This is an optimization exercise on Yosys and OpenROAD, whose aim is small area, a short achievable clock period and few clock cycles per item, not a production implementation. Only simulation tests tie the RTL to the original design; equivalence was not proved. Power is estimated from default activity; no workload was simulated.

==> design/flow/design.v <==
`default_nettype none
package gqd_pkg;
  localparam int PIX_W       = 8;
  localparam int NOISE_W     = 16;
  localparam int LVL_W       = 9;
  localparam int DIM_W       = 13;
  localparam int POS_W       = 12;
  localparam int ADDR_W      = 4;
  localparam int DATA_W      = 32;
  localparam logic [LVL_W-1:0] LEVELS_RST = 9'd16;
  localparam logic [DIM_W-1:0] WIDTH_RST  = 13'd640;
  localparam logic [DIM_W-1:0] HEIGHT_RST = 13'd480;
  typedef enum logic [1:0] {
    REG_LEVELS = 2'd0,
    REG_DITHER = 2'd1,
    REG_WIDTH  = 2'd2,
    REG_HEIGHT = 2'd3
  } gqd_reg_t;
endpackage
`default_nettype wire
`default_nettype none
module gqd_div (
  input  wire logic [7:0] a,
  input  wire logic [6:0] mf,
  output logic      [7:0] prod
);
  logic ws1;
  logic wc1;
  logic ws2;
  logic wc2;
  logic ws3;
  logic wc3;
  logic ws4;
  logic wc4;
  logic ws5;
  logic wc5;
  logic ws6;
  logic wc6;
  logic ws7;
  logic wc7;
  logic ws8;
  logic wc8;
  logic ws9;
  logic wc9;
  logic ws10;
  logic wc10;
  logic ws11;
  logic wc11;
  logic ws12;
  logic wc12;
  logic ws13;
  logic wc13;
  logic ws14;
  logic wc14;
  logic ws15;
  logic wc15;
  logic ws16;
  logic wc16;
  logic ws17;
  logic wc17;
  logic ws18;
  logic wc18;
  logic ws19;
  logic wc19;
  logic ws20;
  logic wc20;
  logic ws21;
  logic wc21;
  logic ws22;
  logic wc22;
  logic ws23;
  logic wc23;
  logic ws24;
  logic wc24;
  logic ws25;
  logic wc25;
  logic ws26;
  logic wc26;
  logic ws27;
  logic wc27;
  logic ws28;
  logic wc28;
  logic ws29;
  logic wc29;
  logic ws30;
  logic wc30;
  logic ws31;
  logic wc31;
  logic ws32;
  logic wc32;
  logic ws33;
  logic wc33;
  logic ws34;
  logic wc34;
  logic ws35;
  logic wc35;
  assign ws1 = (a[0] & mf[6]) ^ (a[1] & mf[5]);
  assign wc1 = (a[0] & mf[6]) & (a[1] & mf[5]);
  assign ws2 = (a[1] & mf[6]) ^ (a[2] & mf[5]) ^ (a[3] & mf[4]);
  assign wc2 = ((a[1] & mf[6]) & (a[2] & mf[5])) | ((a[1] & mf[6]) & (a[3] & mf[4])) | ((a[2] & mf[5]) & (a[3] & mf[4]));
  assign ws3 = (a[2] & mf[6]) ^ (a[3] & mf[5]);
  assign wc3 = (a[2] & mf[6]) & (a[3] & mf[5]);
  assign ws4 = (a[0] & mf[4]) ^ (a[1] & mf[3]);
  assign wc4 = (a[0] & mf[4]) & (a[1] & mf[3]);
  assign ws5 = (a[0] & mf[5]) ^ (a[1] & mf[4]) ^ (a[2] & mf[3]);
  assign wc5 = ((a[0] & mf[5]) & (a[1] & mf[4])) | ((a[0] & mf[5]) & (a[2] & mf[3])) | ((a[1] & mf[4]) & (a[2] & mf[3]));
  assign ws6 = (a[3] & mf[2]) ^ (a[4] & mf[1]);
  assign wc6 = (a[3] & mf[2]) & (a[4] & mf[1]);
  assign ws7 = (a[2] & mf[4]) ^ (a[3] & mf[3]) ^ (a[4] & mf[2]);
  assign wc7 = ((a[2] & mf[4]) & (a[3] & mf[3])) | ((a[2] & mf[4]) & (a[4] & mf[2])) | ((a[3] & mf[3]) & (a[4] & mf[2]));
  assign ws8 = (a[5] & mf[1]) ^ (a[6] & mf[0]) ^ ws1;
  assign wc8 = ((a[5] & mf[1]) & (a[6] & mf[0])) | ((a[5] & mf[1]) & ws1) | ((a[6] & mf[0]) & ws1);
  assign ws9 = (a[4] & mf[3]) ^ (a[5] & mf[2]) ^ (a[6] & mf[1]);
  assign wc9 = ((a[4] & mf[3]) & (a[5] & mf[2])) | ((a[4] & mf[3]) & (a[6] & mf[1])) | ((a[5] & mf[2]) & (a[6] & mf[1]));
  assign ws10 = (a[0] | (a[7] & mf[0])) ^ wc1 ^ ws2;
  assign wc10 = ((a[0] | (a[7] & mf[0])) & wc1) | ((a[0] | (a[7] & mf[0])) & ws2) | (wc1 & ws2);
  assign ws11 = (a[4] & mf[4]) ^ (a[5] & mf[3]) ^ (a[6] & mf[2]);
  assign wc11 = ((a[4] & mf[4]) & (a[5] & mf[3])) | ((a[4] & mf[4]) & (a[6] & mf[2])) | ((a[5] & mf[3]) & (a[6] & mf[2]));
  assign ws12 = (a[1] | (a[7] & mf[1])) ^ wc2 ^ ws3;
  assign wc12 = ((a[1] | (a[7] & mf[1])) & wc2) | ((a[1] | (a[7] & mf[1])) & ws3) | (wc2 & ws3);
  assign ws13 = (a[3] & mf[6]) ^ (a[4] & mf[5]) ^ (a[5] & mf[4]);
  assign wc13 = ((a[3] & mf[6]) & (a[4] & mf[5])) | ((a[3] & mf[6]) & (a[5] & mf[4])) | ((a[4] & mf[5]) & (a[5] & mf[4]));
  assign ws14 = (a[6] & mf[3]) ^ (a[2] | (a[7] & mf[2])) ^ wc3;
  assign wc14 = ((a[6] & mf[3]) & (a[2] | (a[7] & mf[2]))) | ((a[6] & mf[3]) & wc3) | ((a[2] | (a[7] & mf[2])) & wc3);
  assign ws15 = (a[4] & mf[6]) ^ (a[5] & mf[5]) ^ (a[6] & mf[4]);
  assign wc15 = ((a[4] & mf[6]) & (a[5] & mf[5])) | ((a[4] & mf[6]) & (a[6] & mf[4])) | ((a[5] & mf[5]) & (a[6] & mf[4]));
  assign ws16 = (a[0] & mf[3]) ^ (a[1] & mf[2]);
  assign wc16 = (a[0] & mf[3]) & (a[1] & mf[2]);
  assign ws17 = (a[2] & mf[2]) ^ (a[3] & mf[1]) ^ (a[4] & mf[0]);
  assign wc17 = ((a[2] & mf[2]) & (a[3] & mf[1])) | ((a[2] & mf[2]) & (a[4] & mf[0])) | ((a[3] & mf[1]) & (a[4] & mf[0]));
  assign ws18 = (a[5] & mf[0]) ^ wc4 ^ ws5;
  assign wc18 = ((a[5] & mf[0]) & wc4) | ((a[5] & mf[0]) & ws5) | (wc4 & ws5);
  assign ws19 = wc5 ^ wc6 ^ ws7;
  assign wc19 = (wc5 & wc6) | (wc5 & ws7) | (wc6 & ws7);
  assign ws20 = wc7 ^ wc8 ^ ws9;
  assign wc20 = (wc7 & wc8) | (wc7 & ws9) | (wc8 & ws9);
  assign ws21 = wc9 ^ wc10 ^ ws11;
  assign wc21 = (wc9 & wc10) | (wc9 & ws11) | (wc10 & ws11);
  assign ws22 = wc11 ^ wc12 ^ ws13;
  assign wc22 = (wc11 & wc12) | (wc11 & ws13) | (wc12 & ws13);
  assign ws23 = (a[3] | (a[7] & mf[3])) ^ wc13 ^ wc14;
  assign wc23 = ((a[3] | (a[7] & mf[3])) & wc13) | ((a[3] | (a[7] & mf[3])) & wc14) | (wc13 & wc14);
  assign ws24 = (a[5] & mf[6]) ^ (a[6] & mf[5]) ^ (a[4] | (a[7] & mf[4]));
  assign wc24 = ((a[5] & mf[6]) & (a[6] & mf[5])) | ((a[5] & mf[6]) & (a[4] | (a[7] & mf[4]))) | ((a[6] & mf[5]) & (a[4] | (a[7] & mf[4])));
  assign ws25 = (a[0] & mf[2]) ^ (a[1] & mf[1]);
  assign wc25 = (a[0] & mf[2]) & (a[1] & mf[1]);
  assign ws26 = (a[2] & mf[1]) ^ (a[3] & mf[0]) ^ ws16;
  assign wc26 = ((a[2] & mf[1]) & (a[3] & mf[0])) | ((a[2] & mf[1]) & ws16) | ((a[3] & mf[0]) & ws16);
  assign ws27 = ws4 ^ wc16 ^ ws17;
  assign wc27 = (ws4 & wc16) | (ws4 & ws17) | (wc16 & ws17);
  assign ws28 = ws6 ^ wc17 ^ ws18;
  assign wc28 = (ws6 & wc17) | (ws6 & ws18) | (wc17 & ws18);
  assign ws29 = ws8 ^ wc18 ^ ws19;
  assign wc29 = (ws8 & wc18) | (ws8 & ws19) | (wc18 & ws19);
  assign ws30 = ws10 ^ wc19 ^ ws20;
  assign wc30 = (ws10 & wc19) | (ws10 & ws20) | (wc19 & ws20);
  assign ws31 = ws12 ^ wc20 ^ ws21;
  assign wc31 = (ws12 & wc20) | (ws12 & ws21) | (wc20 & ws21);
  assign ws32 = ws14 ^ wc21 ^ ws22;
  assign wc32 = (ws14 & wc21) | (ws14 & ws22) | (wc21 & ws22);
  assign ws33 = ws15 ^ wc22 ^ ws23;
  assign wc33 = (ws15 & wc22) | (ws15 & ws23) | (wc22 & ws23);
  assign ws34 = wc15 ^ wc23 ^ ws24;
  assign wc34 = (wc15 & wc23) | (wc15 & ws24) | (wc23 & ws24);
  assign ws35 = (a[6] & mf[6]) ^ (a[5] | (a[7] & mf[5])) ^ wc24;
  assign wc35 = ((a[6] & mf[6]) & (a[5] | (a[7] & mf[5]))) | ((a[6] & mf[6]) & wc24) | ((a[5] | (a[7] & mf[5])) & wc24);
  logic [14:0] row_a, row_b;
  assign row_a = {a[7], (a[6] | (a[7] & mf[6])), wc34, wc33, wc32, wc31, wc30, wc29, wc28, wc27, wc26, wc25, (a[2] & mf[0]), (a[0] & mf[1]), (a[0] & mf[0])};
  assign row_b = {1'b0, wc35, ws35, ws34, ws33, ws32, ws31, ws30, ws29, ws28, ws27, ws26, ws25, (a[1] & mf[0]), 1'b0};
  logic [14:0] sum;
  assign sum  = row_a + row_b;
  assign prod = sum[14:7];
endmodule
module gqd_mulr (
  input  wire logic [7:0] v,
  input  wire logic [7:0] n,
  output logic      [7:0] r
);
  logic ws1;
  logic wc1;
  logic ws2;
  logic wc2;
  logic ws3;
  logic wc3;
  logic ws4;
  logic wc4;
  logic ws5;
  logic wc5;
  logic ws6;
  logic wc6;
  logic ws7;
  logic wc7;
  logic ws8;
  logic wc8;
  logic ws9;
  logic wc9;
  logic ws10;
  logic wc10;
  logic ws11;
  logic wc11;
  logic ws12;
  logic wc12;
  logic ws13;
  logic wc13;
  logic ws14;
  logic wc14;
  logic ws15;
  logic wc15;
  logic ws16;
  logic wc16;
  logic ws17;
  logic wc17;
  logic ws18;
  logic wc18;
  logic ws19;
  logic wc19;
  logic ws20;
  logic wc20;
  logic ws21;
  logic wc21;
  logic ws22;
  logic wc22;
  logic ws23;
  logic wc23;
  assign ws1 = (v[0] & n[6]) ^ (v[1] & n[5]);
  assign wc1 = (v[0] & n[6]) & (v[1] & n[5]);
  assign ws2 = (v[0] & n[7]) ^ (v[1] & n[6]) ^ (v[2] & n[5]);
  assign wc2 = ((v[0] & n[7]) & (v[1] & n[6])) | ((v[0] & n[7]) & (v[2] & n[5])) | ((v[1] & n[6]) & (v[2] & n[5]));
  assign ws3 = (v[3] & n[4]) ^ (v[4] & n[3]);
  assign wc3 = (v[3] & n[4]) & (v[4] & n[3]);
  assign ws4 = (v[0] & n[4]) ^ (v[1] & n[3]);
  assign wc4 = (v[0] & n[4]) & (v[1] & n[3]);
  assign ws5 = (v[0] & n[5]) ^ (v[1] & n[4]) ^ (v[2] & n[3]);
  assign wc5 = ((v[0] & n[5]) & (v[1] & n[4])) | ((v[0] & n[5]) & (v[2] & n[3])) | ((v[1] & n[4]) & (v[2] & n[3]));
  assign ws6 = (v[3] & n[2]) ^ (v[4] & n[1]);
  assign wc6 = (v[3] & n[2]) & (v[4] & n[1]);
  assign ws7 = (v[2] & n[4]) ^ (v[3] & n[3]) ^ (v[4] & n[2]);
  assign wc7 = ((v[2] & n[4]) & (v[3] & n[3])) | ((v[2] & n[4]) & (v[4] & n[2])) | ((v[3] & n[3]) & (v[4] & n[2]));
  assign ws8 = (v[5] & n[1]) ^ (v[6] & n[0]) ^ ws1;
  assign wc8 = ((v[5] & n[1]) & (v[6] & n[0])) | ((v[5] & n[1]) & ws1) | ((v[6] & n[0]) & ws1);
  assign ws9 = (v[5] & n[2]) ^ (v[6] & n[1]) ^ (v[7] & n[0]);
  assign wc9 = ((v[5] & n[2]) & (v[6] & n[1])) | ((v[5] & n[2]) & (v[7] & n[0])) | ((v[6] & n[1]) & (v[7] & n[0]));
  assign ws10 = wc1 ^ ws2 ^ ws3;
  assign wc10 = (wc1 & ws2) | (wc1 & ws3) | (ws2 & ws3);
  assign ws11 = (v[0] & n[3]) ^ (v[1] & n[2]);
  assign wc11 = (v[0] & n[3]) & (v[1] & n[2]);
  assign ws12 = (v[2] & n[2]) ^ (v[3] & n[1]) ^ (v[4] & n[0]);
  assign wc12 = ((v[2] & n[2]) & (v[3] & n[1])) | ((v[2] & n[2]) & (v[4] & n[0])) | ((v[3] & n[1]) & (v[4] & n[0]));
  assign ws13 = (v[5] & n[0]) ^ wc4 ^ ws5;
  assign wc13 = ((v[5] & n[0]) & wc4) | ((v[5] & n[0]) & ws5) | (wc4 & ws5);
  assign ws14 = wc5 ^ wc6 ^ ws7;
  assign wc14 = (wc5 & wc6) | (wc5 & ws7) | (wc6 & ws7);
  assign ws15 = wc7 ^ wc8 ^ ws9;
  assign wc15 = (wc7 & wc8) | (wc7 & ws9) | (wc8 & ws9);
  assign ws16 = wc2 ^ wc3 ^ wc9;
  assign wc16 = (wc2 & wc3) | (wc2 & wc9) | (wc3 & wc9);
  assign ws17 = (v[0] & n[2]) ^ (v[1] & n[1]);
  assign wc17 = (v[0] & n[2]) & (v[1] & n[1]);
  assign ws18 = (v[2] & n[1]) ^ (v[3] & n[0]) ^ ws11;
  assign wc18 = ((v[2] & n[1]) & (v[3] & n[0])) | ((v[2] & n[1]) & ws11) | ((v[3] & n[0]) & ws11);
  assign ws19 = ws4 ^ wc11 ^ ws12;
  assign wc19 = (ws4 & wc11) | (ws4 & ws12) | (wc11 & ws12);
  assign ws20 = ws6 ^ wc12 ^ ws13;
  assign wc20 = (ws6 & wc12) | (ws6 & ws13) | (wc12 & ws13);
  assign ws21 = ws8 ^ wc13 ^ ws14;
  assign wc21 = (ws8 & wc13) | (ws8 & ws14) | (wc13 & ws14);
  assign ws22 = ws10 ^ wc14 ^ ws15;
  assign wc22 = (ws10 & wc14) | (ws10 & ws15) | (wc14 & ws15);
  assign ws23 = wc10 ^ wc15 ^ ws16;
  assign wc23 = (wc10 & wc15) | (wc10 & ws16) | (wc15 & ws16);
  logic [7:0] row_a, row_b;
  assign row_a = {wc21, wc20, wc19, wc18, wc17, (v[2] & n[0]), (v[0] & n[1]), (v[0] & n[0])};
  assign row_b = {ws22, ws21, ws20, ws19, ws18, ws17, (v[1] & n[0]), 1'b0};
  assign r = row_a + row_b;
endmodule
`default_nettype wire
`default_nettype none
module gqd_build
(
  input  wire logic [8:0] levels,
  output logic [2:0]      shift,
  output logic [6:0]      mul,
  output logic            big,
  output logic            pow2
);
  logic [7:0] nm1;
  logic [7:0] d;
  always_comb begin
    nm1   = levels[7:0] - 1'b1;           
    big   = levels > 9'd128;
    pow2  = !big && ((levels & (levels - 1'b1)) == 9'd0);
    shift = nm1[6] ? 3'd7 : nm1[5] ? 3'd6 : nm1[4] ? 3'd5 : nm1[3] ? 3'd4 :
            nm1[2] ? 3'd3 : nm1[1] ? 3'd2 : nm1[0] ? 3'd1 : 3'd0;
    if (levels == 9'd0) begin
      shift = 3'd0;
    end
    d = (levels == 9'd0) ? 8'd128 : 8'(levels[7:0] << (3'd7 - shift));
    case (6'(d - 8'd65))
      6'd0: mul = 7'd125;
      6'd1: mul = 7'd121;
      6'd2: mul = 7'd117;
      6'd3: mul = 7'd113;
      6'd4: mul = 7'd110;
      6'd5: mul = 7'd107;
      6'd6: mul = 7'd103;
      6'd7: mul = 7'd100;
      6'd8: mul = 7'd97;
      6'd9: mul = 7'd94;
      6'd10: mul = 7'd91;
      6'd11: mul = 7'd88;
      6'd12: mul = 7'd85;
      6'd13: mul = 7'd83;
      6'd14: mul = 7'd80;
      6'd15: mul = 7'd77;
      6'd16: mul = 7'd75;
      6'd17: mul = 7'd72;
      6'd18: mul = 7'd70;
      6'd19: mul = 7'd68;
      6'd20: mul = 7'd65;
      6'd21: mul = 7'd63;
      6'd22: mul = 7'd61;
      6'd23: mul = 7'd59;
      6'd24: mul = 7'd57;
      6'd25: mul = 7'd55;
      6'd26: mul = 7'd53;
      6'd27: mul = 7'd51;
      6'd28: mul = 7'd49;
      6'd29: mul = 7'd47;
      6'd30: mul = 7'd45;
      6'd31: mul = 7'd43;
      6'd32: mul = 7'd41;
      6'd33: mul = 7'd40;
      6'd34: mul = 7'd38;
      6'd35: mul = 7'd36;
      6'd36: mul = 7'd35;
      6'd37: mul = 7'd33;
      6'd38: mul = 7'd32;
      6'd39: mul = 7'd30;
      6'd40: mul = 7'd29;
      6'd41: mul = 7'd27;
      6'd42: mul = 7'd26;
      6'd43: mul = 7'd24;
      6'd44: mul = 7'd23;
      6'd45: mul = 7'd21;
      6'd46: mul = 7'd20;
      6'd47: mul = 7'd19;
      6'd48: mul = 7'd17;
      6'd49: mul = 7'd16;
      6'd50: mul = 7'd15;
      6'd51: mul = 7'd14;
      6'd52: mul = 7'd13;
      6'd53: mul = 7'd11;
      6'd54: mul = 7'd10;
      6'd55: mul = 7'd9;
      6'd56: mul = 7'd8;
      6'd57: mul = 7'd7;
      6'd58: mul = 7'd6;
      6'd59: mul = 7'd5;
      6'd60: mul = 7'd4;
      6'd61: mul = 7'd3;
      6'd62: mul = 7'd2;
      6'd63: mul = 7'd0;
      default: mul = '0;
    endcase
  end
endmodule
`default_nettype wire
`default_nettype none
module gqd_pipe
(
  input  wire logic        clk,
  input  wire logic        rst_n,
  input  wire logic [7:0]  n_lo_i,      
  input  wire logic [2:0]  shift_i,     
  input  wire logic [6:0]  mul_i,
  input  wire logic        big_i,
  input  wire logic        pow2_i,
  input  wire logic        dither_i,
  input  wire logic [12:0] width_i,
  input  wire logic [12:0] height_i,
  input  wire logic        in_valid,
  output logic             in_ready,
  input  wire logic [23:0] in_data,
  output logic             out_valid,
  input  wire logic        out_ready,
  output logic [8:0]       out_data
);
  localparam int PW = gqd_pkg::POS_W;
  logic en, accept;
  logic sk_valid_r;
  assign en       = !sk_valid_r;
  assign in_ready = en;
  assign accept   = in_valid && en;
  logic [PW-1:0] col_r, row_r;
  logic [PW:0]   col_p1, row_p1;
  logic          row_end, plane_end, pos;
  always_comb begin
    col_p1    = {1'b0, col_r} + 1'b1;
    row_p1    = {1'b0, row_r} + 1'b1;
    row_end   = col_p1[PW] || (col_p1 >= width_i);
    plane_end = row_end && (row_p1[PW] || (row_p1 >= height_i));
    pos       = !(col_r[0] ^ row_r[0]);
  end
  always_ff @(posedge clk) begin
    if (!rst_n) begin
      col_r <= '0;
      row_r <= '0;
    end else if (accept) begin
      col_r <= row_end ? '0 : col_p1[PW-1:0];
      if (row_end) begin
        row_r <= plane_end ? '0 : row_p1[PW-1:0];
      end
    end
  end
  logic       s1_v, s1_pe, s1_up, s1_incu, s1_incd;
  logic [7:0] s1_p;
  logic [6:0] s1_fh;
  always_ff @(posedge clk) begin
    if (!rst_n) begin
      s1_v <= 1'b0;
    end else if (en) begin
      s1_v <= accept;
    end
    if (en) begin
      s1_pe   <= plane_end;
      s1_p    <= in_data[23:16];
      s1_fh   <= dither_i ? in_data[15:9] : 7'd0;
      s1_up   <= dither_i && pos;
      s1_incu <= dither_i && pos && (in_data[15:0] != 16'd0);
      s1_incd <= dither_i && !pos && (in_data[15:0] == 16'hFFFF);
    end
  end
  logic [7:0] p1;
  gqd_div u_div1 (
    .a    ({1'b0, s1_fh}),
    .mf   (mul_i),
    .prod (p1)
  );
  logic       s2_v, s2_pe, s2_up, s2_inc;
  logic [7:0] s2_p;
  logic [7:0] s2_prod;
  always_ff @(posedge clk) begin
    if (!rst_n) begin
      s2_v <= 1'b0;
    end else if (en) begin
      s2_v <= s1_v;
    end
    if (en) begin
      s2_pe   <= s1_pe;
      s2_p    <= s1_p;
      s2_up   <= s1_up;
      s2_inc  <= s1_incu || (s1_incd && pow2_i);
      s2_prod <= big_i ? 8'd0 : p1;
    end
  end
  logic [6:0] q1;
  logic [9:0] vsum;
  logic [7:0] v;
  always_comb begin
    q1 = 7'(s2_prod >> shift_i);
    if (s2_up) begin
      vsum = {2'b00, s2_p} + {3'b000, q1} + {9'd0, s2_inc};
      v    = vsum[8] ? 8'hFF : vsum[7:0];
    end else begin
      vsum = {2'b00, s2_p} - {3'b000, q1} - {9'd0, s2_inc};
      v    = vsum[9] ? 8'h00 : vsum[7:0];
    end
  end
  logic       s3_v, s3_pe;
  logic [7:0] s3_vp;
  always_ff @(posedge clk) begin
    if (!rst_n) begin
      s3_v <= 1'b0;
    end else if (en) begin
      s3_v <= s2_v;
    end
    if (en) begin
      s3_pe <= s2_pe;
      s3_vp <= v;
    end
  end
  logic [7:0] r, y;
  logic       sgn;
  gqd_mulr u_mulr (
    .v (s3_vp),
    .n (n_lo_i),
    .r (r)
  );
  always_comb begin
    sgn = r > 8'd128;
    y   = sgn ? 8'(r - 8'd129) : 8'(8'd128 - r);
  end
  logic       s4_v, s4_pe, s4_sgn;
  logic [7:0] s4_vp, s4_y;
  always_ff @(posedge clk) begin
    if (!rst_n) begin
      s4_v <= 1'b0;
    end else if (en) begin
      s4_v <= s3_v;
    end
    if (en) begin
      s4_pe  <= s3_pe;
      s4_vp  <= s3_vp;
      s4_y   <= y;
      s4_sgn <= sgn;
    end
  end
  logic [7:0] p2;
  gqd_div u_div2 (
    .a    (s4_y),
    .mf   (mul_i),
    .prod (p2)
  );
  logic       s5_v, s5_pe, s5_sgn;
  logic [7:0] s5_vp;
  logic [7:0] s5_prod;
  always_ff @(posedge clk) begin
    if (!rst_n) begin
      s5_v <= 1'b0;
    end else if (en) begin
      s5_v <= s4_v;
    end
    if (en) begin
      s5_pe   <= s4_pe;
      s5_vp   <= s4_vp;
      s5_sgn  <= s4_sgn;
      s5_prod <= big_i ? 8'd0 : p2;
    end
  end
  logic [7:0] q2;
  logic [8:0] osum;
  logic [7:0] opix;
  always_comb begin
    q2 = 8'(s5_prod >> shift_i);
    if (s5_sgn) begin
      osum = {1'b0, s5_vp} - {1'b0, q2} - 9'd1;    
    end else begin
      osum = {1'b0, s5_vp} + {1'b0, q2};
    end
    opix = osum[8] ? 8'hFF : osum[7:0];
  end
  logic       out_valid_r;
  logic [8:0] out_data_r, sk_data_r;
  always_ff @(posedge clk) begin
    if (!rst_n) begin
      out_valid_r <= 1'b0;
      sk_valid_r  <= 1'b0;
    end else if (en) begin
      if (!out_valid_r || out_ready) begin
        out_valid_r <= s5_v;
      end else begin
        sk_valid_r  <= s5_v;
      end
    end else if (out_ready) begin
      sk_valid_r  <= 1'b0;
    end
    if (en) begin
      if (!out_valid_r || out_ready) begin
        out_data_r <= {opix, s5_pe};
      end else begin
        sk_data_r  <= {opix, s5_pe};
      end
    end else if (out_ready) begin
      out_data_r <= sk_data_r;
    end
  end
  assign out_valid = out_valid_r;
  assign out_data  = out_data_r;
endmodule
`default_nettype wire
`default_nettype none
module gray_quantizer_with_dither
(
  input  wire logic              clk,
  input  wire logic              rst_n,
  input  wire logic              in_valid,
  output logic                   in_ready,
  input  wire logic [23:0]       in_data,
  output logic                   out_valid,
  input  wire logic              out_ready,
  output logic [8:0]             out_data,
  input  wire logic              psel,
  input  wire logic              penable,
  input  wire logic              pwrite,
  input  wire logic [gqd_pkg::ADDR_W-1:0] paddr,
  input  wire logic [gqd_pkg::DATA_W-1:0] pwdata,
  output logic [gqd_pkg::DATA_W-1:0]      prdata,
  output logic                   pready
);
  logic [gqd_pkg::LVL_W-1:0] levels_r;
  logic                      dither_r;
  logic [gqd_pkg::DIM_W-1:0] width_r;
  logic [gqd_pkg::DIM_W-1:0] height_r;
  logic [7:0]                n_lo;
  logic [2:0]                shift_r;
  logic [6:0]                mul_r;
  gqd_pkg::gqd_reg_t         reg_idx;
  logic                      wr_en;
  assign pready  = 1'b1;
  assign reg_idx = gqd_pkg::gqd_reg_t'(paddr[gqd_pkg::ADDR_W-1:2]);
  assign wr_en   = psel && penable && pwrite;
  always_ff @(posedge clk) begin
    if (!rst_n) begin
      levels_r <= gqd_pkg::LEVELS_RST;
      dither_r <= 1'b0;
      width_r  <= gqd_pkg::WIDTH_RST;
      height_r <= gqd_pkg::HEIGHT_RST;
    end else if (wr_en) begin
      case (reg_idx)
        gqd_pkg::REG_LEVELS: levels_r <= pwdata[gqd_pkg::LVL_W-1:0];
        gqd_pkg::REG_DITHER: dither_r <= pwdata[0];
        gqd_pkg::REG_WIDTH:  width_r  <= pwdata[gqd_pkg::DIM_W-1:0];
        gqd_pkg::REG_HEIGHT: height_r <= pwdata[gqd_pkg::DIM_W-1:0];
        default: begin
        end
      endcase
    end
  end
  logic [2:0] shift_c;
  logic [6:0] mul_c;
  logic       big_c, pow2_c;
  gqd_build u_build (
    .levels (levels_r),
    .shift  (shift_c),
    .mul    (mul_c),
    .big    (big_c),
    .pow2   (pow2_c)
  );
  always_ff @(posedge clk) begin
    shift_r <= shift_c;
    mul_r   <= mul_c;
  end
  assign n_lo = (levels_r == '0) ? 8'd1 : levels_r[7:0];
  always_comb begin
    case (reg_idx)
      gqd_pkg::REG_LEVELS: prdata = gqd_pkg::DATA_W'(levels_r);
      gqd_pkg::REG_DITHER: prdata = gqd_pkg::DATA_W'(dither_r);
      gqd_pkg::REG_WIDTH:  prdata = gqd_pkg::DATA_W'(width_r);
      gqd_pkg::REG_HEIGHT: prdata = gqd_pkg::DATA_W'(height_r);
      default:             prdata = '0;
    endcase
  end
  gqd_pipe u_pipe (
    .clk       (clk),
    .rst_n     (rst_n),
    .n_lo_i    (n_lo),
    .shift_i   (shift_r),
    .mul_i     (mul_r),
    .big_i     (big_c),
    .pow2_i    (pow2_c),
    .dither_i  (dither_r),
    .width_i   (width_r),
    .height_i  (height_r),
    .in_valid  (in_valid),
    .in_ready  (in_ready),
    .in_data   (in_data),
    .out_valid (out_valid),
    .out_ready (out_ready),
    .out_data  (out_data)
  );
endmodule
`default_nettype wire
==> design/flow/run.sh <==
#!/bin/bash
# synth_recipe.tcl (not shown) runs the flow's synth.tcl, then flattens the netlist and writes it again
# the make line also repeats each setting of config.mk as NAME=value (left out here)
make -C /OpenROAD-flow-scripts/flow DESIGN_CONFIG=/design/flow/config.mk WORK_HOME=/design/flow/orfs CLKGATE_MAP_FILE= SYNTH_SCRIPT=/design/flow/synth_recipe.tcl finish
==> design/flow/config.mk <==
export PLATFORM = sky130hd
export DESIGN_NAME = gray_quantizer_with_dither
export DESIGN_NICKNAME = gray_quantizer_with_dither
export VERILOG_FILES = /design/flow/design.v
export SDC_FILE = /design/flow/constraint.sdc
export NUM_CORES = 4
export LEC_CHECK = 0
export ABC_AREA = 1
export CAP_MARGIN = 20
export CORE_MARGIN = 2
export CORE_UTILIZATION = 45
export CTS_BUF_LIST = sky130_fd_sc_hd__clkbuf_4 sky130_fd_sc_hd__clkbuf_8
export CTS_CLUSTER_SIZE = 40
export SETUP_SLACK_MARGIN = 4.5
export SLEW_MARGIN = 20
==> design/flow/constraint.sdc <==
create_clock -name core_clock -period 8.0 [get_ports {clk}]
set_input_delay 1.6000 -clock core_clock [delete_from_list [all_inputs] [get_ports {clk}]]
set_output_delay 1.6000 -clock core_clock [all_outputs]
set_load 0.01 [all_outputs]
==> summary.txt, run 1 <==
Status
  – Outcome: finished clean

Route
  – Routed vias/inst: 5.02
  – Initial DRC Count: just under 700
  – Post-Route WL: around 36 mm
  – Avg WL per Cell: 14.2 um
  – Antenna Nets Post-Route: 0
  – Vias: 12,600
  – Pre-antenna DRT Iters: 5
  – Drc violations: 0

Power
  – Sw frac: between 40% and 50%
  – Pwr dens: 278 nW/um^2
  – NetSw: about 2300 uW
  – Leakage power: ~0.009 uW
  – Total power: about 5000 uW
  – Pint: ~2800 uW
  – Sequential share of power: between 20% and 30%
  – Combinational share of power: roughly three fifths
  – Worst VDD drop: between 0.3 and 0.4 mV
  – Clock share of power: 12.2%

Layout
  – Multi-input gate area: 9650 sq um
  – # diodes: 0
  – Number of nets in the layout: 2,332
  – Share of cells above drive strength 1: 18.0%
  – FILL cells: around 3,000
  – Storage element area: approximately 4600 sq um
  – Layout area overhead: 21.0%

CTS
  – Maximum buffer depth of the clock tree: 2
  – CTS tree: done
  – Skew-Pair Late Insertion Delay: about 0.49 ns
  – Clock sink count: ~180
  – H-tree depth: 4
  – Clk root buf: clkbuf_8
  – # hold bufs at CTS: 0
  – CTS Buf Count: 17
  – Clk slew on worst S/H paths: 0.09 ns

Worst hold path
  – Worst Hold Class: flip-flop to flip-flop
  – Min-delay src: u_pipe.s4_vp[5]
  – Hold path endpoint: u_pipe.s5_vp[5]
  – Hold depth: 0

Yosys
  – Asr flop ratio synth: 0%
  – EDFF count, synth: about 100
  – Syn_area_per_cell: approximately 7.7 sq um
  – Register area share after synthesis: 30.5%
  – Top_reg_cell synth: edfxtp_1
  – Yosys top cell by area: edfxtp_1
  – Share of the synthesized area in the top cell type: between 20% and 30%
  – Yosys reg bits: around 180
  – Synthesized instance count: slightly below 2,000
  – Cell variety after synth: between 50 and 60
  – Count leader, synth: nand2_1
  – Synthesized area: between 10,000 and 15,000 sq um
  – Commonest cells in the synthesized netlist: 484 x nand2_1, 357 x inv_1, 126 x ha_1, 120 x a21oi_1, 104 x o21ai_0
  – Ys Warns: 3
  – Synth area leaders: edfxtp_1 20%, nand2_1 12%, ha_1 11%

STA
  – Max-slew violations: 0
  – Tcrit/Tclk final: approximately half
  – Setup violators final: 0
  – Final Hold Violating Endpoints: 0
  – Rel. slew slack: about 32%
  – Max Fclk: 248 MHz
  – RSZ-0062 raised after global routing: yes
  – Measured slew at the worst slew-check pin: 1.02 ns
  – Period minus WS final: roughly 4 ns
  – Setup Skew: between 0.015 and 0.02 ns
  – Setup_tns: 0 ns

Job
  – Max_cap viols: 0

Setup path
  – R2R depth: 26
  – Critical path arrival: 2.43 ns
  – CP Class: primary input to output port
  – Critical R2R Launch: levels_r[1]
  – Reg-to-reg endpoint: u_pipe.s4_y[0]
  – Startpoint Class: primary input
  – Crit path required time: 6.40 ns
  – CP endpoint kind: output port
  – R2r setup slk: a little over 4 ns
  – Critical Path Source: paddr[3]
  – Crit path max fanout: 7

Floorplanning
  – Die Span Y: between 150 and 200 um
  – Horiz. Die Dim: about 190 um
  – Area of the core: about 33,000 sq um
  – # IOs: approximately 110
  – Die area: approximately 35,000 sq um
  – Starting density of the core: 45.9%
  – Site Rows: 66

Place
  – DP Wirelength: 26.1 mm
  – Final Wtd Congestion: a little under 0.9
  – IO buf count: 69

GRT
  – Initial antenna violation count: 0
  – Grt total ovfl: 0
  – Global-route wire length before repair: ~60 mm
  – Number of global-route vias before repair: about 12,000
  – GRT Util Overall: a little over a fifth
  – Largest net degree at the start of global routing: 79
==> cell usage in the layout (no fill, tap or decap), drive strengths merged, types with 13 or more instances in the layout <==
cell	netlist	routed
a21oi	120	120
buf	27	109
clkbuf	45	17
clkdlybuf4s50	0	54
conb	2	20
dfxtp	77	77
edfxtp	101	101
fa	75	75
ha	126	126
inv	363	364
nand2	502	503
nand3	93	93
nand4	16	16
nor2	112	112
o211ai	14	14
o21ai	108	108
xnor2	13	13
xor2	41	41
==> cell families after synthesis <==
kind of cell             after synthesis  synth area share (%)
XOR/XNOR                              54                  3.21
other                                  2                0.0501
AND/OR/NAND/NOR                      764                  22.5
adder cells (fa/ha/maj)              201                  20.5
buffers and inverters                437                  11.8
AO/OA/AOI/OAI                        299                  11.3
flip-flops                           178                  30.5
==> final cells by class <==
class,count,area share (%)
multi-input combinational,1339,53.2
sequential,178,25.5
inverter,365,8.12
timing repair buffer,163,7.98
tap,442,3.05
clock buffer,17,1.29
clock inverter,15,0.807
==> what timing repair did <==
item                       in CTS  in global routing
resized for setup             181                109
setup endpoints to repair     101                 91
cloned                          0                  1
pin swaps                      47                 54
buffers inserted               64                 25
==> flip-flops by register name, indices dropped and copies added, names as in the netlist, 8 cells and up <==
register           count
u_pipe.s3_vp           8
u_pipe.s5_prod         8
levels_r               9
height_r              13
u_pipe.s2_prod         8
u_pipe.row_r          12
u_pipe.s5_vp           8
u_pipe.sk_data_r       9
u_pipe.s1_p            8
u_pipe.out_data_r      9
u_pipe.s4_y            8
u_pipe.col_r          12
width_r               13
u_pipe.s2_p            8
u_pipe.s4_vp           8
==> worst max-delay path, cell delays in order <==
cell and delay [ns]:
buf_12 0.12, nor2_4 0.18, clkinv_4 0.17, o221ai_4 0.19
buf_2 0.17
==> metal layers <==
metal / up-vias / GRT usage (%) / part of all wire (%)
met3: 30 / 2.76 / 3.9
met5: - / 0 / 0
met4: 0 / 5.13 / 1.2
li1: 6405 / - / -
met2: 254 / 34.5 / 47
met1: 5952 / 28.9 / 48
==> metrics by stage <==
step           hold WS (ns)  worst slack [ns]  cells  util, %  area [sq um]
3_3_place_gp          0.401              2.75   2397     50.2         16400
4_1_cts               0.421              4.03   2493     53.8         17600
3_5_place_dp          0.405              2.72   2397     50.2         16400
5_1_grt               0.424              3.90   2519     55.6         18100
6_report              0.423              3.97   2519     55.6         18100
2_1_floorplan         0.400              4.22   1953        -         15500
==> power groups by stage <==
stage,registers [uW],logic (uW),clock network (uW)
global route,1390,3500,663
detailed placement,1440,2460,0
finish,1360,3070,614
floorplan,1300,2040,0
CTS,1360,2780,635
global placement,1440,2400,0
==> worst max path at each step <==
stage | to | slack [ns] | depth (start not counted)
global route | u_pipe.s4_y[5] | 3.90 | 27
global placement | prdata[5] | 2.75 | 6
finish | prdata[1] | 3.97 | 5
floorplan | u_pipe.s5_prod[7] | 4.22 | 16
CTS | u_pipe.s4_y[0] | 4.03 | 26
detailed placement | prdata[0] | 2.72 | 6
Testbench counts, summed over its fixed seeds: cycles 131,552, pixels 131,072.
==> run 2: changes to the inputs <==
--- a/design/flow/design.v
+++ b/design/flow/design.v
@@ -176,3 +176,3 @@
   input  wire logic [7:0] n,
-  output logic      [7:0] r
+  output logic      [7:0] x
 );
@@ -273,3 +273,8 @@
   assign row_b = {ws22, ws21, ws20, ws19, ws18, ws17, (v[1] & n[0]), 1'b0};
-  assign r = row_a + row_b;
+  logic [7:0] na, nb, csa_s, csa_c;
+  assign na = ~row_a;
+  assign nb = ~row_b;
+  assign csa_s = na ^ nb ^ 8'd130;
+  assign csa_c = (na & nb) | ((na | nb) & 8'd130);
+  assign x = csa_s + (csa_c << 1);
 endmodule
@@ -414,3 +419,3 @@
   end
-  logic       s1_v, s1_pe, s1_up, s1_incu, s1_incd;
+  logic       s1_v, s1_pe, s1_up, s1_inc;
   logic [7:0] s1_p;
@@ -428,4 +433,4 @@
       s1_up   <= dither_i && pos;
-      s1_incu <= dither_i && pos && (in_data[15:0] != 16'd0);
-      s1_incd <= dither_i && !pos && (in_data[15:0] == 16'hFFFF);
+      s1_inc  <= dither_i && (pos ? (in_data[15:0] != 16'd0) :
+                                    (in_data[15:0] == 16'hFFFF && pow2_i));
     end
@@ -451,3 +456,3 @@
       s2_up   <= s1_up;
-      s2_inc  <= s1_incu || (s1_incd && pow2_i);
+      s2_inc  <= s1_inc;
       s2_prod <= big_i ? 8'd0 : p1;
@@ -456,13 +461,8 @@
   logic [6:0] q1;
-  logic [9:0] vsum;
+  logic [8:0] vsum;
   logic [7:0] v;
   always_comb begin
-    q1 = 7'(s2_prod >> shift_i);
-    if (s2_up) begin
-      vsum = {2'b00, s2_p} + {3'b000, q1} + {9'd0, s2_inc};
-      v    = vsum[8] ? 8'hFF : vsum[7:0];
-    end else begin
-      vsum = {2'b00, s2_p} - {3'b000, q1} - {9'd0, s2_inc};
-      v    = vsum[9] ? 8'h00 : vsum[7:0];
-    end
+    q1   = 7'(s2_prod >> shift_i);
+    vsum = {1'b0, s2_p} + ({2'b00, q1} ^ {9{!s2_up}}) + {8'd0, s2_up ? s2_inc : !s2_inc};
+    v    = vsum[8] ? {8{s2_up}} : vsum[7:0];
   end
@@ -481,3 +481,3 @@
   end
-  logic [7:0] r, y;
+  logic [7:0] x, y;
   logic       sgn;
@@ -486,7 +486,7 @@
     .n (n_lo_i),
-    .r (r)
+    .x (x)
   );
   always_comb begin
-    sgn = r > 8'd128;
-    y   = sgn ? 8'(r - 8'd129) : 8'(8'd128 - r);
+    sgn = x[7] && (x[6:0] != 7'd0);
+    y   = x ^ {8{sgn}};
   end
@@ -533,8 +533,4 @@
   always_comb begin
-    q2 = 8'(s5_prod >> shift_i);
-    if (s5_sgn) begin
-      osum = {1'b0, s5_vp} - {1'b0, q2} - 9'd1;    
-    end else begin
-      osum = {1'b0, s5_vp} + {1'b0, q2};
-    end
+    q2   = 8'(s5_prod >> shift_i);
+    osum = {1'b0, s5_vp} + ({1'b0, q2} ^ {9{s5_sgn}});
     opix = osum[8] ? 8'hFF : osum[7:0];
--- a/design/flow/config.mk
+++ b/design/flow/config.mk
@@ -13,3 +13,3 @@
 export CTS_CLUSTER_SIZE = 40
-export SETUP_SLACK_MARGIN = 4.5
+export SETUP_SLACK_MARGIN = 3.8
 export SLEW_MARGIN = 20
==> summary.txt, run 2 <==
Setup path
  – Reg-to-reg endpoint: u_pipe.s4_y[2] (was u_pipe.s4_y[0])
  – Critical Path Source: paddr[3] (unchanged)
  – CP Class: primary input to output port (unchanged)
  – Startpoint Class: primary input (unchanged)
  – CP endpoint: prdata[3] (was prdata[1])
  – CP endpoint kind: output port (unchanged)
  – R2r setup slk: 3.91 ns (was 4.07 ns)
  – Crit path required time: 6.40 ns (about the same)
  – Crit path max fanout: 7 (unchanged)
  – R2R depth: 21 (was 26)
  – Critical path arrival: 2.55 ns (was 2.43 ns)
  – Critical R2R Launch: u_pipe.s3_vp[1] (was levels_r[1])

Layout
  – Final std cells w/o fill: 2,319 (was 2,519)
  – Most frequent cells in the layout: 413 x nand2_1, 329 x inv_1, 108 x a21oi_1 (was 446 x nand2_1, 332 x inv_1, 113 x ha_1)
  – Most common cell after layout, fill and taps aside: nand2_1 (unchanged)
  – Share of cells above drive strength 1: 10.3% (was 18.0%)
  – Design Area, Final: 16,300 sq um (was 18,100 sq um)
  – Layout area overhead: 13.4% (was 21.0%)
  – Top Registers: height_r (13), width_r (13) (unchanged)
  – Number of nets in the layout: 2,158 (was 2,332)
  – FILL cells: 3,057 (was 2,983)
  – # diodes: 0 (unchanged)

CTS
  – # hold bufs at CTS: 0 (unchanged)
  – Skew-Pair Late Insertion Delay: 0.49 ns (about the same)
  – CTS Buf Count: 17 (unchanged)
  – Clock sink count: 177 (was 178)
  – H-tree depth: 4 (unchanged)
  – Clk slew on worst S/H paths: 0.10 ns (was 0.09 ns)
  – Clk root buf: clkbuf_8 (unchanged)
  – CTS tree: done (unchanged)
  – Maximum buffer depth of the clock tree: 2 (unchanged)

Place
  – IO buf count: 69 (unchanged)
  – DP Wirelength: 25.3 mm (was 26.1 mm)
  – DP Cell Count: 2,244 (was 2,397)
  – Final Wtd Congestion: 0.871 (was 0.869)
  – Dpl cell area: 15,300 sq um (was 16,400 sq um)

Floorplanning
  – Site Rows: 65 (was 66)
  – Starting density of the core: 45.7% (was 45.9%)
  – Horiz. Die Dim: 183 um (was 186 um)
  – # IOs: 111 (unchanged)
  – Area of the core: 31,600 sq um (was 32,600 sq um)
  – Die area: 33,500 sq um (was 34,800 sq um)
  – Die Span Y: 183 um (was 186 um)

Yosys
  – Asr flop ratio synth: 0% (unchanged)
  – Synthesized instance count: 1,828 (was 1,935)
  – Commonest cells in the synthesized netlist: 427 x nand2_1, 338 x inv_1, 115 x ha_1, 110 x a21oi_1, 100 x edfxtp_1 (was 484 x nand2_1, 357 x inv_1, 126 x ha_1, 120 x a21oi_1, 104 x o21ai_0)
  – Register area share after synthesis: 31.5% (was 30.5%)
  – Yosys reg bits: 177 (was 178)
  – Synth area leaders: edfxtp_1 21%, nand2_1 11%, dfxtp_1 11% (was edfxtp_1 20%, nand2_1 12%, ha_1 11%)
  – EDFF count, synth: 100 (was 101)
  – Cell variety after synth: 59 (was 58)
  – Yosys top cell by area: edfxtp_1 (unchanged)
  – Top_reg_cell synth: edfxtp_1 (unchanged)
  – Share of the synthesized area in the top cell type: 20.8% (was 20.2%)
  – Count leader, synth: nand2_1 (unchanged)
  – Syn_area_per_cell: 7.89 sq um (was 7.74 sq um)
  – Ys Warns: 3 (unchanged)
  – Synthesized area: 14,400 sq um (was 15,000 sq um)

GRT
  – Number of global-route vias before repair: 11,000 (was 12,200)
  – Grt total ovfl: 0 (unchanged)
  – Largest net degree at the start of global routing: 79 (unchanged)
  – Initial antenna violation count: 0 (unchanged)
  – Global-route wire length before repair: 53.5 mm (was 59.6 mm)
  – GRT Util Overall: 19.9% (was 20.8%)

Worst hold path
  – Worst Hold Class: flip-flop to flip-flop (unchanged)
  – Hold depth: 0 (unchanged)

STA
  – Max Fclk: 241 MHz (was 248 MHz)
  – RSZ-0062 raised after global routing: yes (unchanged)
  – Final Hold Violating Endpoints: 0 (unchanged)
  – Rel. slew slack: 26.8% (was 32.0%)
  – Final hold slack: 0.423 ns (about the same)
  – Setup Skew: 0.0165 ns (was 0.0164 ns)
  – Measured slew at the worst slew-check pin: 1.09 ns (was 1.02 ns)
  – Max-slew violations: 0 (unchanged)
  – Setup violators final: 0 (unchanged)
  – Tcrit/Tclk final: 51.9% (was 50.4%)
  – Setup_tns: 0 ns (unchanged)
  – Period minus WS final: 4.15 ns (was 4.03 ns)

Route
  – Post-Route WL: 32.9 mm (was 35.8 mm)
  – Initial DRC Count: 598 (was 677)
  – Drc violations: 0 (unchanged)
  – Antenna Nets Post-Route: 0 (unchanged)
  – Vias: 11,800 (was 12,600)
  – Routed vias/inst: 5.08 (was 5.02)
  – Avg WL per Cell: 14.2 um (about the same)
  – Pre-antenna DRT Iters: 6 (was 5)

Power
  – Leakage power: 0.00809 uW (was 0.00876 uW)
  – Combinational share of power: 56.9% (was 60.8%)
  – Pint: 2640 uW (was 2780 uW)
  – Worst VDD drop: 0.336 mV (was 0.334 mV)
  – Sw frac: 45.6% (was 44.9%)
  – NetSw: 2210 uW (was 2260 uW)
  – Sequential share of power: 29.4% (was 27.0%)
  – Pwr dens: 297 nW/um^2 (was 278 nW/um^2)
  – Clock share of power: 13.7% (was 12.2%)

Job
  – Max_cap viols: 0 (unchanged)

Status
  – Outcome: finished clean (unchanged)
==> run 2: cell count changes after synthesis, moves of 5 or more <==
cell | before | now
clkbuf_1 | 42 | 47
nand3_1 | 84 | 94
o21ai_0 | 104 | 98
inv_1 | 357 | 338
nor2_1 | 103 | 87
ha_1 | 126 | 115
a21oi_1 | 120 | 110
nand2_1 | 484 | 427
==> run 2: worst min path at each step <==
| stage | start | end | slack, ns |
|---|---|---|---|
| final | u_pipe.s4_vp[4] | u_pipe.s5_vp[4] | 0.42 |
| after global routing | u_pipe.s4_vp[3] | u_pipe.s5_vp[3] | 0.42 |
| after CTS | u_pipe.s4_vp[3] | u_pipe.s5_vp[3] | 0.42 |
| after detailed placement | u_pipe.s4_vp[3] | u_pipe.s5_vp[3] | 0.41 |
| after global placement | u_pipe.s4_vp[5] | u_pipe.s5_vp[5] | 0.40 |
| after floorplan | u_pipe.s1_inc | u_pipe.s2_inc | 0.40 |
==> run 2: worst max-delay path, cell delays in order <==
cell and delay [ns]:
buf_2 0.16, inv_1 0.10, nor2_4 0.15, inv_2 0.10
o221ai_1 0.19, clkdlybuf4s15_2 0.26
==> run 2: power by group through the flow <==
stage                     clock [uW]  sequential, uW  combinational, uW
final                            667            1430               2760
after global routing             722            1440               3200
after CTS                        691            1430               2630
after detailed placement           0            1460               2570
after global placement             0            1460               2530
after floorplan                    0            1310               2130
==> run 2: final cells by class <==
cell class              instances  area, sq um  area share [%]
inverters                     351         1360            8.32
multi-input cells            1241         8460            51.8
clock buffers                  17          234            1.43
well taps                     402          503            3.08
flip-flops and latches        177         4590            28.1
repair buffers                116         1000            6.12
clock inverters                15          196            1.20
==> run 2: cell families (layout without fill, tap and decap cells) <==
family | after synthesis | in the layout | synth area share (%)
AO/OA/AOI/OAI | 279 | 279 | 10.9
XOR/XNOR | 62 | 62 | 3.91
adder cells (fa/ha/maj) | 187 | 187 | 20.0
buffers and inverters | 428 | 499 | 12.0
flip-flops | 177 | 177 | 31.5
multiplexers | 1 | 1 | 0.0694
other | 2 | 20 | 0.0521
AND/OR/NAND/NOR | 692 | 692 | 21.5
==> run 2: routing by layer <==
layer / track usage [%] / wire length, um / part of all wire (%) / up-vias
met5: 0 / 0 / 0 / -
met1: 27.8 / 15500 / 47 / 5529
met4: 5.86 / 546 / 1.7 / 0
met2: 32.1 / 15300 / 46 / 234
met3: 3.02 / 1560 / 4.8 / 29
li1: - / - / - / 5981
==> run 2: what timing repair did <==
item,CTS,global route
pin swaps,9,14
setup endpoints to repair,40,49
buffers inserted,13,30
resized for setup,72,66
cloned,0,0
==> run 2: through the flow <==
step	total power (uW)	setup slack [ns]	utilization, %
2_1_floorplan	3440	3.80	-
3_3_place_gp	3990	2.77	48.5
3_5_place_dp	4040	2.74	48.5
4_1_cts	4750	3.80	50.6
5_1_grt	5370	3.71	51.8
6_report	4850	3.85	51.8
Testbench counts of run 2, summed over its fixed seeds: cycles 131,552, pixels 131,072.
==> run 3: changes to the inputs <==
==> design/flow/flow/run.sh (new file) <==
#!/bin/bash
# The standard layout (the standard.sh: ORFS synthesis to final layout), with the
# ports buffered by buf_2 cells instead of the resizer's default choice.
export BUFFER_PORTS_ARGS="-buffer_cell sky130_fd_sc_hd__buf_2"
bash standard.sh > standard_flow.log 2>&1
==> design/flow/standard.sh (new file) <==
#!/bin/bash
# synth_recipe.tcl (not shown) runs the flow's synth.tcl, then flattens the netlist and writes it again
# the make line also repeats each setting of config.mk as NAME=value (left out here)
make -C /OpenROAD-flow-scripts/flow DESIGN_CONFIG=/design/flow/config.mk WORK_HOME=/design/flow/orfs CLKGATE_MAP_FILE= SYNTH_SCRIPT=/design/flow/synth_recipe.tcl "${@:-finish}"
removed: design/flow/run.sh
==> summary.txt, run 3 <==
Route
  – Initial DRC Count: 632 (was 598)
  – Routed vias/inst: 5.09 (was 5.08)
  – Drc violations: 0 (unchanged)
  – Antenna Nets Post-Route: 0 (unchanged)
  – Pre-antenna DRT Iters: 7 (was 6)
  – Avg WL per Cell: 14.2 um (about the same)
  – Post-Route WL: 32.9 mm (about the same)
  – Vias: 11,800 (about the same)

Setup path
  – Crit path required time: 6.40 ns (about the same)
  – Critical path arrival: 2.54 ns (was 2.55 ns)
  – Max stage delay on crit path: 0.23 ns (was 0.26 ns)
  – CP endpoint kind: output port (unchanged)
  – Crit path max fanout: 7 (unchanged)
  – Cell Chain, Critical Path: buf_4, nor2_4, clkinvlp_4, o221ai_2, buf_2 (was buf_2, inv_1, nor2_4, inv_2, o221ai_1, clkdlybuf4s15_2)
  – Critical Path Source: paddr[2] (was paddr[3])
  – Startpoint Class: primary input (unchanged)
  – Critical R2R Launch: levels_r[2] (was u_pipe.s3_vp[1])
  – R2r setup slk: 3.86 ns (was 3.91 ns)
  – CP endpoint: prdata[3] (unchanged)
  – Reg-to-reg endpoint: u_pipe.s4_y[0] (was u_pipe.s4_y[2])
  – CP Class: primary input to output port (unchanged)
  – Critical path's slowest cell: clkinvlp_4 (was clkdlybuf4s15_2)
  – R2R depth: 26 (was 21)

Yosys
  – Syn_area_per_cell: 7.89 sq um (unchanged)
  – Yosys top cell by area: edfxtp_1 (unchanged)
  – EDFF count, synth: 100 (unchanged)
  – Synth area leaders: edfxtp_1 21%, nand2_1 11%, dfxtp_1 11% (unchanged)
  – Ys Warns: 3 (unchanged)
  – Share of the synthesized area in the top cell type: 20.8% (unchanged)
  – Asr flop ratio synth: 0% (unchanged)
  – Commonest cells in the synthesized netlist: 427 x nand2_1, 338 x inv_1, 115 x ha_1, 110 x a21oi_1, 100 x edfxtp_1 (unchanged)
  – Yosys reg bits: 177 (unchanged)
  – Synthesized area: 14,400 sq um (unchanged)
  – Count leader, synth: nand2_1 (unchanged)
  – Register area share after synthesis: 31.5% (unchanged)
  – Top_reg_cell synth: edfxtp_1 (unchanged)
  – Cell variety after synth: 59 (unchanged)
  – Synthesized instance count: 1,828 (unchanged)

CTS
  – Clock sink count: 177 (unchanged)
  – H-tree depth: 4 (unchanged)
  – # hold bufs at CTS: 0 (unchanged)
  – Clk root buf: clkbuf_8 (unchanged)
  – Skew-Pair Late Insertion Delay: 0.48 ns (was 0.49 ns)
  – Clk slew on worst S/H paths: 0.10 ns (about the same)
  – CTS Buf Count: 17 (unchanged)
  – CTS tree: done (unchanged)
  – Maximum buffer depth of the clock tree: 2 (unchanged)

Place
  – DP Wirelength: 24.9 mm (was 25.3 mm)
  – IO buf count: 69 (unchanged)
  – Pre-CTS setup slack: 3.23 ns (was 2.74 ns)
  – Final Wtd Congestion: 0.889 (was 0.871)
  – DP Cell Count: 2,243 (was 2,244)

STA
  – Post-route setup slack: 3.86 ns (was 3.85 ns)
  – Max Fclk: 241 MHz (about the same)
  – Final Hold Violating Endpoints: 0 (unchanged)
  – RSZ-0062 raised after global routing: yes (unchanged)
  – Tcrit/Tclk final: 51.8% (was 51.9%)
  – Setup_tns: 0 ns (unchanged)
  – Setup violators final: 0 (unchanged)
  – Rel. slew slack: 22.0% (was 26.8%)
  – Max-slew violations: 0 (unchanged)
  – Setup Skew: 0.0243 ns (was 0.0165 ns)
  – Period minus WS final: 4.14 ns (was 4.15 ns)
  – Final hold slack: 0.417 ns (was 0.423 ns)
  – Measured slew at the worst slew-check pin: 1.16 ns (was 1.09 ns)

Floorplanning
  – Die area: 33,500 sq um (unchanged)
  – Horiz. Die Dim: 183 um (unchanged)
  – Starting density of the core: 45.7% (unchanged)
  – # IOs: 111 (unchanged)
  – Area of the core: 31,600 sq um (unchanged)
  – Site Rows: 65 (unchanged)
  – Die Span Y: 183 um (unchanged)

Layout
  – Storage element area: 4580 sq um (was 4590 sq um)
  – Final std cells w/o fill: 2,311 (was 2,319)
  – Most common cell after layout, fill and taps aside: nand2_1 (unchanged)
  – FILL cells: 3,077 (was 3,057)
  – Multi-input gate area: 8460 sq um (about the same)
  – Layout area overhead: 10.7% (was 13.4%)
  – Most frequent cells in the layout: 414 x nand2_1, 328 x inv_1, 106 x ha_1 (was 413 x nand2_1, 329 x inv_1, 108 x a21oi_1)
  – Number of nets in the layout: 2,150 (was 2,158)
  – Layout Utilization: 50.6% (was 51.8%)
  – # diodes: 0 (unchanged)
  – Top Registers: height_r (13), width_r (13) (unchanged)
  – Share of cells above drive strength 1: 13.2% (was 10.3%)

GRT
  – Number of global-route vias before repair: 11,100 (was 11,000)
  – Initial antenna violation count: 0 (unchanged)
  – Grt total ovfl: 0 (unchanged)
  – Global-route wire length before repair: 53.9 mm (was 53.5 mm)
  – GRT Util Overall: 20.0% (was 19.9%)
  – Largest net degree at the start of global routing: 80 (was 79)

Job
  – Max_cap viols: 0 (unchanged)

Power
  – Worst VDD drop: 0.266 mV (was 0.336 mV)
  – Leakage power: 0.00800 uW (was 0.00809 uW)
  – Pwr dens: 298 nW/um^2 (was 297 nW/um^2)

Status
  – Outcome: finished clean (unchanged)

Worst hold path
  – Worst Hold Class: flip-flop to flip-flop (unchanged)
==> run 3: changes by cell type in the layout (fill, tap and decap cells not counted), moves of 4 or more <==
cell	change
buf_2	+61
buf_4	-7
dlygate4sd2_1	-5
nand2_4	-4
clkdlybuf4s50_1	-54
==> run 3: how the worst min path moves through the flow <==
stage / startpoint / end / slack (ns) / depth (start not counted)
2_1_floorplan: u_pipe.s1_inc / u_pipe.s2_inc / 0.40 / 0
3_3_place_gp: u_pipe.s3_pe / u_pipe.s4_pe / 0.40 / 0
3_5_place_dp: u_pipe.s3_pe / u_pipe.s4_pe / 0.40 / 0
4_1_cts: u_pipe.s4_vp[5] / u_pipe.s5_vp[5] / 0.41 / 0
5_1_grt: u_pipe.s4_vp[5] / u_pipe.s5_vp[5] / 0.42 / 0
6_report: u_pipe.s4_vp[5] / u_pipe.s5_vp[5] / 0.42 / 0
==> run 3: worst max-delay path: cells and delay by family <==
| family | cells | cell delay (ns) |
|---|---|---|
| buffers and inverters | 3 | 0.54 |
| AOI/OAI and AO/OA | 1 | 0.22 |
| and+or+nand+nor | 1 | 0.19 |
==> run 3: metrics by stage <==
step	area, sq um	total power [uW]
2_1_floorplan	14500	3440
4_1_cts	15500	4650
6_report	16000	4760
3_3_place_gp	15000	3960
3_5_place_dp	15000	3990
5_1_grt	16000	5290
==> run 3: cell families after synthesis <==
logic type | share of synthesized area [%]
flops | 31.5
mux | 0.0694
fa+ha+maj | 20.0
simple gates | 21.5
compound gates | 10.9
other cells | 0.0521
buf+inv | 12.0
xor+xnor | 3.91
==> run 3: final cells by class <==
type	count	share of cell area (%)
Clock buffer	19	1.56
Timing Repair Buffer	108	4.08
Sequential cell	177	28.7
Tap cell	402	3.15
Inverter	351	8.60
Clock inverter	13	0.902
Multi-Input combinational cell	1241	53.0
==> run 3: timing repair <==
action | CTS | global route
resized for setup | 26 | 73
pin swaps | 4 | 14
setup endpoints to repair | 33 | 43
buffers inserted | 9 | 27
hold endpoints to repair | 0 | 0
==> run 3: per-layer routing <==
metal | GRT usage [%] | vias up | part of all wire, %
met4 | 6.21 | 0 | 2.2
met2 | 31.7 | 249 | 45
li1 | - | 5958 | -
met5 | 0 | - | 0
met1 | 28.3 | 5525 | 48
met3 | 2.74 | 37 | 4.5
==> run 3: power by group <==
part	internal, uW	total (uW)	switching (uW)
logic	1080	2710	1640
clock network	241	621	381
registers	1230	1430	199
==> run 4: changes to the inputs <==
--- a/design/flow/config.mk
+++ b/design/flow/config.mk
@@ -10,5 +10,5 @@
 export CORE_MARGIN = 2
-export CORE_UTILIZATION = 45
+export CORE_UTILIZATION = 55
 export CTS_BUF_LIST = sky130_fd_sc_hd__clkbuf_4 sky130_fd_sc_hd__clkbuf_8
-export CTS_CLUSTER_SIZE = 40
+export CTS_CLUSTER_SIZE = 80
 export SETUP_SLACK_MARGIN = 3.8
==> summary.txt, run 4 <==
Status
  – Outcome: finished clean (unchanged)

Setup path
  – Critical R2R Launch: levels_r[1] (was levels_r[2])
  – Crit path max fanout: 8 (was 7)
  – CP Class: primary input to output port (unchanged)
  – Crit path required time: 6.40 ns (about the same)
  – Startpoint Class: primary input (unchanged)
  – R2r setup slk: 3.97 ns (was 3.86 ns)
  – Critical Path Source: paddr[3] (was paddr[2])
  – CP endpoint kind: output port (unchanged)
  – Reg-to-reg endpoint: u_pipe.s4_y[4] (was u_pipe.s4_y[0])
  – Critical path arrival: 2.51 ns (was 2.54 ns)
  – CP endpoint: prdata[6] (was prdata[3])
  – R2R depth: 25 (was 26)

STA
  – Max Fclk: 243 MHz (was 241 MHz)
  – Max-slew violations: 0 (unchanged)
  – RSZ-0062 raised after global routing: yes (unchanged)
  – Measured slew at the worst slew-check pin: 0.993 ns (was 1.16 ns)
  – Rel. slew slack: 33.8% (was 22.0%)
  – Tcrit/Tclk final: 51.4% (was 51.8%)
  – Setup Skew: 0.0237 ns (was 0.0243 ns)
  – Setup violators final: 0 (unchanged)
  – Setup_tns: 0 ns (unchanged)
  – Post-route setup slack: 3.89 ns (was 3.86 ns)
  – Final hold slack: 0.417 ns (about the same)
  – Final Hold Violating Endpoints: 0 (unchanged)
  – Period minus WS final: 4.11 ns (was 4.14 ns)

GRT
  – GRT met2 Usage: 38.5% (was 31.7%)
  – Number of global-route vias before repair: 10,900 (was 11,100)
  – Initial antenna violation count: 3 (was 0)
  – Grt total ovfl: 0 (unchanged)
  – Global-route wire length before repair: 53.0 mm (was 53.9 mm)
  – Met3 Use GR: 2.81% (was 2.74%)
  – GRT met1 Usage: 33.1% (was 28.3%)
  – Largest net degree at the start of global routing: 81 (was 80)
  – GRT Util Overall: 23.4% (was 20.0%)
  – Most used routing layer: met2 (unchanged)

Yosys
  – Commonest cells in the synthesized netlist: 427 x nand2_1, 338 x inv_1, 115 x ha_1, 110 x a21oi_1, 100 x edfxtp_1 (unchanged)
  – Share of the synthesized area in the top cell type: 20.8% (unchanged)
  – Top_reg_cell synth: edfxtp_1 (unchanged)
  – Synthesized area: 14,400 sq um (unchanged)
  – EDFF count, synth: 100 (unchanged)
  – Yosys top cell by area: edfxtp_1 (unchanged)
  – Register area share after synthesis: 31.5% (unchanged)
  – Count leader, synth: nand2_1 (unchanged)
  – Synth area leaders: edfxtp_1 21%, nand2_1 11%, dfxtp_1 11% (unchanged)
  – Yosys reg bits: 177 (unchanged)
  – Ys Warns: 3 (unchanged)
  – Syn_area_per_cell: 7.89 sq um (unchanged)
  – Cell variety after synth: 59 (unchanged)
  – Asr flop ratio synth: 0% (unchanged)
  – Synthesized instance count: 1,828 (unchanged)

Route
  – Vias: 11,700 (was 11,800)
  – Avg WL per Cell: 14.4 um (was 14.2 um)
  – Post-Route WL: 32.4 mm (was 32.9 mm)
  – Pre-antenna DRT Iters: 5 (was 7)
  – Routed vias/inst: 5.19 (was 5.09)
  – Drc violations: 0 (unchanged)
  – Initial DRC Count: 739 (was 632)
  – Antenna Nets Post-Route: 0 (unchanged)

Place
  – DP Wirelength: 24.7 mm (was 24.9 mm)
  – IO buf count: 69 (unchanged)
  – Final Wtd Congestion: 0.848 (was 0.889)
  – Pre-CTS setup slack: 3.33 ns (was 3.23 ns)

Floorplanning
  – Site Rows: 59 (was 65)
  – Die Span Y: 166 um (was 183 um)
  – Area of the core: 25,900 sq um (was 31,600 sq um)
  – # IOs: 111 (unchanged)
  – Starting density of the core: 55.6% (was 45.7%)
  – Die area: 27,500 sq um (was 33,500 sq um)
  – Horiz. Die Dim: 166 um (was 183 um)

CTS
  – Clock sink count: 177 (unchanged)
  – H-tree depth: 4 (unchanged)
  – CTS Buf Count: 17 (unchanged)
  – CTS tree: done (unchanged)
  – Clk root buf: clkbuf_8 (unchanged)
  – Skew-Pair Late Insertion Delay: 0.48 ns (about the same)
  – # hold bufs at CTS: 0 (unchanged)
  – Maximum buffer depth of the clock tree: 2 (unchanged)
  – Clk slew on worst S/H paths: 0.11 ns (was 0.10 ns)

Layout
  – Most common cell after layout, fill and taps aside: nand2_1 (unchanged)
  – Layout area overhead: 10.1% (was 10.7%)
  – Top Registers: height_r (13), width_r (13) (unchanged)
  – Layout Utilization: 61.2% (was 50.6%)
  – Most frequent cells in the layout: 424 x nand2_1, 330 x inv_1, 106 x a21oi_1, 106 x ha_1, 100 x edfxtp_1 (was 414 x nand2_1, 328 x inv_1, 106 x ha_1)
  – # diodes: 0 (unchanged)
  – Number of nets in the layout: 2,153 (was 2,150)
  – Share of cells above drive strength 1: 12.3% (was 13.2%)

Job
  – Max_cap viols: 0 (unchanged)

Power
  – Leakage power: 0.00802 uW (was 0.00800 uW)
  – Pwr dens: 301 nW/um^2 (was 298 nW/um^2)
  – Total power: 4780 uW (was 4760 uW)
  – Worst VDD drop: 0.281 mV (was 0.266 mV)

Worst hold path
  – Worst Hold Class: flip-flop to flip-flop (unchanged)
  – Hold depth: 0 (unchanged)
  – Min-delay src: u_pipe.s4_vp[2] (was u_pipe.s4_vp[5])
-- run 4: layer usage --
| layer | vias up | wire length (um) |
|---|---|---|
| li1 | 5951 | - |
| met1 | 5451 | 15500 |
| met2 | 227 | 15000 |
| met3 | 36 | 1320 |
| met4 | 0 | 484 |
| met5 | - | 0 |
-- run 4: power by group --
group,internal [uW],total [uW],leakage [uW],switching (uW)
Combinational,1080,2720,0.00608,1640
Clock,245,650,0.000207,405
Sequential,1230,1410,0.00173,176
Total,2550,4780,0.00802,2220
-- run 4: through the flow --
step | instances | cell area, sq um
floorplan | 1846 | 14500
global placement | 2176 | 14900
detailed placement | 2176 | 14900
CTS | 2221 | 15500
global route | 2247 | 15900
finish | 2247 | 15900
-- run 4: cell families (layout without fill, tap and decap cells) --
group | Yosys count | after routing | share of synthesized area (%)
mux | 1 | 1 | 0.0694
fa+ha+maj | 187 | 187 | 20.0
other cells | 2 | 20 | 0.0521
simple gates | 692 | 692 | 21.5
buf+inv | 428 | 494 | 12.0
compound gates | 279 | 279 | 10.9
xor+xnor | 62 | 62 | 3.91
flops | 177 | 177 | 31.5
-- run 4: critical path: stages --
cell and delay, ns:
buf_2 0.13, inv_1 0.08, nor2_4 0.18, inv_2 0.12, o221ai_1 0.21, buf_2 0.18
-- run 4: worst min path at each step --
stage,slack (ns),endpoint
after floorplan,0.40,u_pipe.s2_inc
after global placement,0.40,u_pipe.s5_vp[5]
after detailed placement,0.40,u_pipe.s5_pe
after CTS,0.42,u_pipe.s5_vp[2]
after global routing,0.42,u_pipe.s5_vp[2]
final,0.42,u_pipe.s5_vp[2]
-- run 4: repair_timing --
| item | in CTS | in global routing |
|---|---|---|
| endpoints found under the setup margin | 28 | 48 |
| buffers inserted | 13 | 26 |
| gates resized for setup | 29 | 45 |
| pin swaps | 3 | 12 |
-- run 4: area by class of cell --
type                    instances  area [sq um]
fillers                      2399         10000
clock inverters                15           186
clock buffers                  17           234
multi-input cells            1241          8390
well taps                     335           419
inverters                     351          1370
repair buffers                111           686
flip-flops and latches        177          4580

afterwards: timing with drivers on the ports:
No port has a modelled driver above. Below, the same layouts with a new extraction and two added sets of constraints.
Step 1 assumes that a clkbuf_16 drives the clock port and a buf_2 every other input.
Step 2 adds t to the input delays and takes it off the output delays; t is the mean of the earliest and latest rising clock arrival at the registers after step 1. Input paths then give back, and output paths get back, about the clock's delay inside the block.
Slacks: no drivers / after step 1 / after step 2; pairs: no drivers / after step 1.
| run | t, ns | setup WS [ns] | worst setup path at the end | clock arrival spread, ns |
|---|---|---|---|---|
| run 1 | 0.536 | 3.969 / 3.923 / 3.923 | input to output | 0.018 / 0.018 |
| run 2 | 0.530 | 3.846 / 3.826 / 3.826 | input to output | 0.016 / 0.017 |
| run 3 | 0.512 | 3.855 / 3.797 / 3.797 | input to output | 0.025 / 0.025 |
| run 4 | 0.511 | 3.889 / 3.863 / 3.863 | input to output | 0.026 / 0.026 |
After both steps setup and hold are still met in every run listed. The setup slack of run 3, which loses most, moves by -0.058 ns with the drivers and by -0.058 ns with both steps.
